This is an optimization exercise on Yosys and OpenROAD, whose aim is small area, a short achievable clock period and few clock cycles, not a production implementation. Where RTL was checked, it was by simulation tests only, not by an equivalence proof against the original. Power is estimated from default activity; no workload was simulated.

## run a
==> flow/design.v <==
package psdf_pkg;
    localparam int unsigned CAP_W             = 19;
    localparam int unsigned OUT_DEPTH_DEFAULT = 1;
    localparam logic [CAP_W-1:0] MAX_CAP_RESET = 19'd65535;
endpackage
module pcap_stream_deframer_core
#(
    parameter int unsigned OUT_DEPTH = psdf_pkg::OUT_DEPTH_DEFAULT
)
(
    input  logic             clk,
    input  logic             rst_n,
    input  logic             s_tvalid,
    output logic             s_tready,
    input  logic [7:0]       s_tdata,    
    input  logic             s_tuser,    
    input  logic             s_tlast,    
    output logic             m_tvalid,
    input  logic             m_tready,
    output logic [159:0]     m_tdata,
    output logic [2:0]       m_tuser,    
    output logic             m_tlast,    
    input  logic             cfg_valid,
    output logic             cfg_ready,
    input  logic [psdf_pkg::CAP_W-1:0] cfg_data    
);
    localparam logic [1:0] PH_FILE = 2'd0;
    localparam logic [1:0] PH_REC  = 2'd1;
    localparam logic [1:0] PH_DATA = 2'd2;
    localparam logic [1:0] PH_STOP = 2'd3;
    logic        in_v, sk_v, rdy;
    logic [7:0]  in_b, sk_b;
    logic        in_bv, sk_bv;
    logic        in_eos, sk_eos;
    logic        o_v;
    logic        o_pay;      
    logic        o_stat;     
    logic [3:0]  o_st;
    logic        o_lip;
    logic        o_loi;
    logic [1:0]  ph;
    logic [4:0]  idx;
    logic [1:0]  err;        
    logic        chk;        
    logic        nano;
    logic        gt;
    logic        hinz;
    logic        over_lim;   
    logic        rem_zero;   
    logic        rem_one;    
    logic [18:0] rem;
    logic [18:0] cl;
    logic [18:0] lim;
    logic [31:0] snap;
    logic [31:0] cnt;
    logic [95:0] sr;
    logic [7:0]  pb;
    logic acc, go, pop, bstep;
    logic cl_clr;
    logic [7:0] hd;
    function automatic logic [3:0] hdr_pos(input int k);
        hdr_pos = (k < 8) ? 4'(k) : 4'(k + 4);
    endfunction
    assign s_tready  = rdy;
    assign cfg_ready = 1'b1;
    assign m_tvalid  = o_v;
    assign acc   = s_tvalid && rdy;
    assign go    = in_v && (!o_v || m_tready);
    assign bstep = go && in_bv;
    assign pop   = go && !(in_bv && in_eos);
    assign cl_clr = ph != PH_REC || (!in_bv && in_eos)
                    || (in_bv && idx[3:0] == 4'd15 && (gt || over_lim));
    assign hd     = cl_clr ? 8'd0 : in_b;
    logic        fh_ok;
    logic [1:0]  fh_code;
    logic [1:0]  err_n;
    logic [1:0]  fh_fin;
    logic        rec_last;
    logic [3:0]  rec_st;
    logic        cap_byte;
    logic        res;
    logic        res_pay;
    logic        res_stat;
    logic [3:0]  res_st;
    logic        res_lip;
    logic        res_loi;
    logic [1:0]  ph_n;
    logic [4:0]  idx_n;
    logic        cnt_inc;
    logic        snap_en;
    logic        nano_n;
    always_comb
    begin
        case (idx)
            5'd0:    fh_ok = (in_b == 8'hd4) || (in_b == 8'h4d);
            5'd1:    fh_ok = in_b == (nano ? 8'h3c : 8'hc3);
            5'd2:    fh_ok = in_b == 8'hb2;
            5'd3:    fh_ok = in_b == 8'ha1;
            5'd4:    fh_ok = in_b == 8'h02;
            5'd5:    fh_ok = in_b == 8'h00;
            5'd6:    fh_ok = in_b == 8'h04;
            5'd7:    fh_ok = in_b == 8'h00;
            5'd20:   fh_ok = in_b == 8'h01;
            5'd21:   fh_ok = in_b == 8'h00;
            5'd22:   fh_ok = in_b == 8'h00;
            5'd23:   fh_ok = in_b[1:0] == 2'b00;
            default: fh_ok = 1'b1;
        endcase
        fh_code = idx[4] ? 2'd3 : ((idx[3] || (idx[2] && idx[1:0] != 2'd0)) ? 2'd2 : 2'd1);
        err_n   = (idx != 5'd0 && err == 2'd0 && chk) ? fh_code : err;
        fh_fin  = (err != 2'd0) ? err : ((chk || in_b[1:0] != 2'b00) ? 2'd3 : 2'd0);
        rec_st   = gt ? 4'd4 : (over_lim ? 4'd5 : 4'd0);
        rec_last = idx[3:0] == 4'd15;
        cap_byte = idx[3:2] == 2'b10;
        res      = 1'b0;
        res_pay  = 1'b0;
        res_stat = 1'b1;
        res_st   = 4'd0;
        res_lip  = 1'b0;
        res_loi  = 1'b1;
        ph_n     = ph;
        idx_n    = idx;
        cnt_inc  = 1'b0;
        snap_en  = 1'b0;
        nano_n   = nano;
        if (in_bv)
        begin
            case (ph)
                PH_FILE:
                begin
                    snap_en = idx[4:2] == 3'b100;
                    if (idx == 5'd0)
                        nano_n = in_b == 8'h4d;
                    if (idx == 5'd23)
                    begin
                        idx_n  = 5'd0;
                        nano_n = nano && err != 2'd1;
                        if (fh_fin != 2'd0)
                        begin
                            res    = 1'b1;
                            res_st = {2'b00, fh_fin};
                            ph_n   = PH_STOP;
                        end
                        else
                            ph_n = PH_REC;
                    end
                    else
                        idx_n = idx + 5'd1;
                end
                PH_REC:
                begin
                    snap_en = cap_byte;
                    if (rec_last)
                    begin
                        idx_n = 5'd0;
                        res   = 1'b1;
                        if (rec_st != 4'd0)
                        begin
                            res_st = rec_st;
                            ph_n   = PH_STOP;
                        end
                        else
                        begin
                            res_stat = 1'b0;
                            res_loi  = !in_eos;
                            if (rem_zero)
                            begin
                                res_lip = 1'b1;
                                cnt_inc = 1'b1;
                            end
                            else
                                ph_n = PH_DATA;
                        end
                    end
                    else
                        idx_n = idx + 5'd1;
                end
                PH_DATA:
                begin
                    res      = 1'b1;
                    res_pay  = 1'b1;
                    res_stat = 1'b0;
                    res_loi  = !in_eos;
                    if (rem_one)
                    begin
                        res_lip = 1'b1;
                        cnt_inc = 1'b1;
                        ph_n    = PH_REC;
                    end
                end
                default:
                begin
                end
            endcase
        end
        else if (in_eos && ph != PH_STOP)
        begin
            res  = 1'b1;
            ph_n = PH_STOP;
            case (ph)
                PH_FILE:
                begin
                    res_st = 4'd6;
                    nano_n = 1'b0;
                end
                PH_REC:  res_st = (idx != 5'd0) ? 4'd7 : 4'd9;
                default: res_st = 4'd8;
            endcase
        end
    end
    always_ff @(posedge clk or negedge rst_n)
    begin
        if (!rst_n)
        begin
            in_v <= 1'b0;
            sk_v <= 1'b0;
            rdy  <= 1'b1;
            o_v  <= 1'b0;
            ph   <= PH_FILE;
            idx  <= 5'd0;
            err  <= 2'd0;
            nano <= 1'b0;
            cnt  <= 32'd0;
            lim  <= psdf_pkg::MAX_CAP_RESET;
        end
        else
        begin
            if (pop)
            begin
                in_v <= sk_v || acc;
                sk_v <= 1'b0;
                rdy  <= 1'b1;
            end
            else if (acc)
            begin
                if (in_v)
                begin
                    sk_v <= 1'b1;
                    rdy  <= 1'b0;
                end
                else
                    in_v <= 1'b1;
            end
            if (go)
                o_v <= res;
            else if (m_tready)
                o_v <= 1'b0;
            if (go)
            begin
                ph   <= ph_n;
                idx  <= idx_n;
                nano <= nano_n;
                if (ph == PH_FILE && in_bv)
                    err <= err_n;
                if (cnt_inc)
                    cnt <= cnt + 32'd1;
            end
            if (cfg_valid)
                lim <= cfg_data;
        end
    end
    always_ff @(posedge clk)
    begin
        if (pop)
        begin
            if (sk_v)
            begin
                in_b   <= sk_b;
                in_bv  <= sk_bv;
                in_eos <= sk_eos;
            end
            else
            begin
                in_b   <= s_tdata;
                in_bv  <= s_tuser;
                in_eos <= s_tlast;
            end
        end
        else
        begin
            if (go)
                in_bv <= 1'b0;
            if (acc && !in_v)
            begin
                in_b   <= s_tdata;
                in_bv  <= s_tuser;
                in_eos <= s_tlast;
            end
        end
        if (acc && in_v && !pop)
        begin
            sk_b   <= s_tdata;
            sk_bv  <= s_tuser;
            sk_eos <= s_tlast;
        end
        if (go)
        begin
            o_pay  <= res_pay;
            o_stat <= res_stat;
            o_st   <= res_st;
            o_lip  <= res_lip;
            o_loi  <= res_loi;
        end
        if (go)
        begin
            for (int k = 0; k < 12; k++)
                if (cl_clr || (ph == PH_REC && in_bv && idx[3:0] == hdr_pos(k)))
                    sr[8*k +: 8] <= hd;
            pb <= (ph == PH_DATA && in_bv) ? in_b : 8'd0;
            if (cl_clr || (ph == PH_REC && in_bv && idx[3:0] == 4'd8))
                cl[7:0]   <= hd;
            if (cl_clr || (ph == PH_REC && in_bv && idx[3:0] == 4'd9))
                cl[15:8]  <= hd;
            if (cl_clr || (ph == PH_REC && in_bv && idx[3:0] == 4'd10))
                cl[18:16] <= hd[2:0];
        end
        if (bstep && snap_en)
            snap <= {(ph == PH_FILE) ? in_b : snap[7:0], snap[31:8]};
        if (bstep && ph == PH_REC && cap_byte)
        begin
            gt <= (in_b > snap[7:0]) || (in_b == snap[7:0] && gt && idx[1:0] != 2'd0);
            case (idx[1:0])
                2'd0: rem[7:0]   <= in_b;
                2'd1: rem[15:8]  <= in_b;
                2'd2:
                begin
                    rem[18:16] <= in_b[2:0];
                    hinz       <= in_b[7:3] != 5'd0;
                end
                default: hinz <= hinz || (in_b != 8'd0);
            endcase
        end
        if (bstep && ph == PH_DATA)
            rem <= rem - 19'd1;
        if (bstep && ph == PH_FILE)
            chk <= !fh_ok;
        rem_one <= (bstep && ph == PH_DATA) ? (rem == 19'd2) : (rem == 19'd1);
        over_lim <= hinz || (rem > lim);
        rem_zero <= rem == 19'd0;
    end
    assign m_tdata = {cnt, o_st, cl, sr[95:64], nano, sr[63:32], sr[31:0], pb};
    assign m_tuser = {o_loi, o_stat, o_pay};
    assign m_tlast = o_lip;
endmodule
clock: 5.5 ns
lec_check: 0
cap_margin: 20
core_margin: 2
core_utilization: 40
cts_cluster_diameter: 80
cts_cluster_size: 30
setup_slack_margin: 3.2
slew_margin: 20
tns_end_percent: 100
standard.sh (not shown) runs the stock make flow with config.mk's settings and CLKGATE_MAP_FILE= SYNTH_SCRIPT=/design/flow/synth_recipe.tcl, a recipe that flattens the netlist after the stock synthesis.
==> flow/flow/run.sh <==
#!/bin/bash
# The standard layout (standard.sh: the standard flow's synthesis and ORFS flow, with
# config.mk's settings), with one change: the port buffers that ORFS puts
# on every input and output are buf_2 cells instead of the cell buffer_ports
# picks by itself.
set -euo pipefail
export BUFFER_PORTS_ARGS="-buffer_cell sky130_fd_sc_hd__buf_2"
bash standard.sh > standard_flow.log 2>&1
Testbench counts of run a, summed over its fixed seeds: cycles 241,439.
What run b does differently from run a at the input level:
diff --git a/flow/design.v b/flow/design.v
--- a/flow/design.v
+++ b/flow/design.v
@@ -35,6 +35,7 @@
     logic        o_v;
     logic        o_pay;      
     logic        o_stat;     
+    logic        o_hdr;      
     logic [3:0]  o_st;
     logic        o_lip;
     logic        o_loi;
@@ -49,14 +50,13 @@
     logic        rem_zero;   
     logic        rem_one;    
     logic [18:0] rem;
-    logic [18:0] cl;
     logic [18:0] lim;
     logic [31:0] snap;
     logic [31:0] cnt;
     logic [95:0] sr;
     logic [7:0]  pb;
     logic acc, go, pop, bstep;
-    logic cl_clr;
+    logic hdr_clr;
     logic [7:0] hd;
     function automatic logic [3:0] hdr_pos(input int k);
         hdr_pos = (k < 8) ? 4'(k) : 4'(k + 4);
@@ -68,9 +68,9 @@
     assign go    = in_v && (!o_v || m_tready);
     assign bstep = go && in_bv;
     assign pop   = go && !(in_bv && in_eos);
-    assign cl_clr = ph != PH_REC || (!in_bv && in_eos)
+    assign hdr_clr = ph != PH_REC || (!in_bv && in_eos)
                     || (in_bv && idx[3:0] == 4'd15 && (gt || over_lim));
-    assign hd     = cl_clr ? 8'd0 : in_b;
+    assign hd     = hdr_clr ? 8'd0 : in_b;
     logic        fh_ok;
     logic [1:0]  fh_code;
     logic [1:0]  err_n;
@@ -297,6 +297,7 @@
         begin
             o_pay  <= res_pay;
             o_stat <= res_stat;
+            o_hdr  <= !res_pay && !res_stat;
             o_st   <= res_st;
             o_lip  <= res_lip;
             o_loi  <= res_loi;
@@ -304,15 +305,9 @@
         if (go)
         begin
             for (int k = 0; k < 12; k++)
-                if (cl_clr || (ph == PH_REC && in_bv && idx[3:0] == hdr_pos(k)))
+                if (hdr_clr || (ph == PH_REC && in_bv && idx[3:0] == hdr_pos(k)))
                     sr[8*k +: 8] <= hd;
             pb <= (ph == PH_DATA && in_bv) ? in_b : 8'd0;
-            if (cl_clr || (ph == PH_REC && in_bv && idx[3:0] == 4'd8))
-                cl[7:0]   <= hd;
-            if (cl_clr || (ph == PH_REC && in_bv && idx[3:0] == 4'd9))
-                cl[15:8]  <= hd;
-            if (cl_clr || (ph == PH_REC && in_bv && idx[3:0] == 4'd10))
-                cl[18:16] <= hd[2:0];
         end
         if (bstep && snap_en)
             snap <= {(ph == PH_FILE) ? in_b : snap[7:0], snap[31:8]};
@@ -338,7 +333,7 @@
         over_lim <= hinz || (rem > lim);
         rem_zero <= rem == 19'd0;
     end
-    assign m_tdata = {cnt, o_st, cl, sr[95:64], nano, sr[63:32], sr[31:0], pb};
+    assign m_tdata = {cnt, o_st, rem & {19{o_hdr}}, sr[95:64], nano, sr[63:32], sr[31:0], pb};
     assign m_tuser = {o_loi, o_stat, o_pay};
     assign m_tlast = o_lip;
 endmodule
[summary]
Final period utilization for run b: 4.6 points up relative to run a. Diff run a -> run b: total routed wirelength picked up an extra about 0.66%, via count picked up an extra 1.3%. Having completed the whole flow, run b delivered a layout that passed the timing, design-rule and antenna checks. In the reports for run a and run b, the smaller sequential element share of the synthesized area belongs to run b. Total of cells resized after clock tree synthesis (run b / run a): 0.877. Critical path depth: higher on run b. Taking run a as the reference point, the clock-buffer cell count of run b falls by 2. | remaining max-slew budget at the tightest pin | run b vs run a | worse |. Comparing final sequential cell count for run a and run b, the smaller number came from run b. The higher met3 wirelength from detailed routing came out of run a. The estimated power of run b ends up lower than the estimate for run a.
Only the layout flow was run in run b; the RTL was not checked for function there.

==> separate check: timing with driven ports <==
How much do the figures lean on ideal ports? The routed layouts below were timed once more, with nothing changed but the port constraints. Step 1: set_driving_cell puts a clkbuf_16 on clk and a buf_2 on each other input, an assumption about the parent block. Step 2 adds t to the input delays and takes it off the output delays; t is the mean of the earliest and latest rising clock arrival at the registers after step 1. Input paths then give back, and output paths get back, about the clock's delay inside the block. Slacks: ideal ports / drivers / drivers and shift; pairs: ideal ports / drivers.
| run | shift t [ns] | slack for setup (ns) | worst hold slack (ns) |
|---|---|---|---|
| run a | 0.555 | 3.236 / 3.187 / 2.744 | 0.411 / 0.411 / 0.411 |
| run b | 0.538 | 2.984 / 2.942 / 2.777 | 0.379 / 0.379 / 0.379 |
After both steps setup and hold are still met in every run listed. The setup slack of run a, which loses most, moves by -0.049 ns with the drivers and by -0.492 ns with both steps.
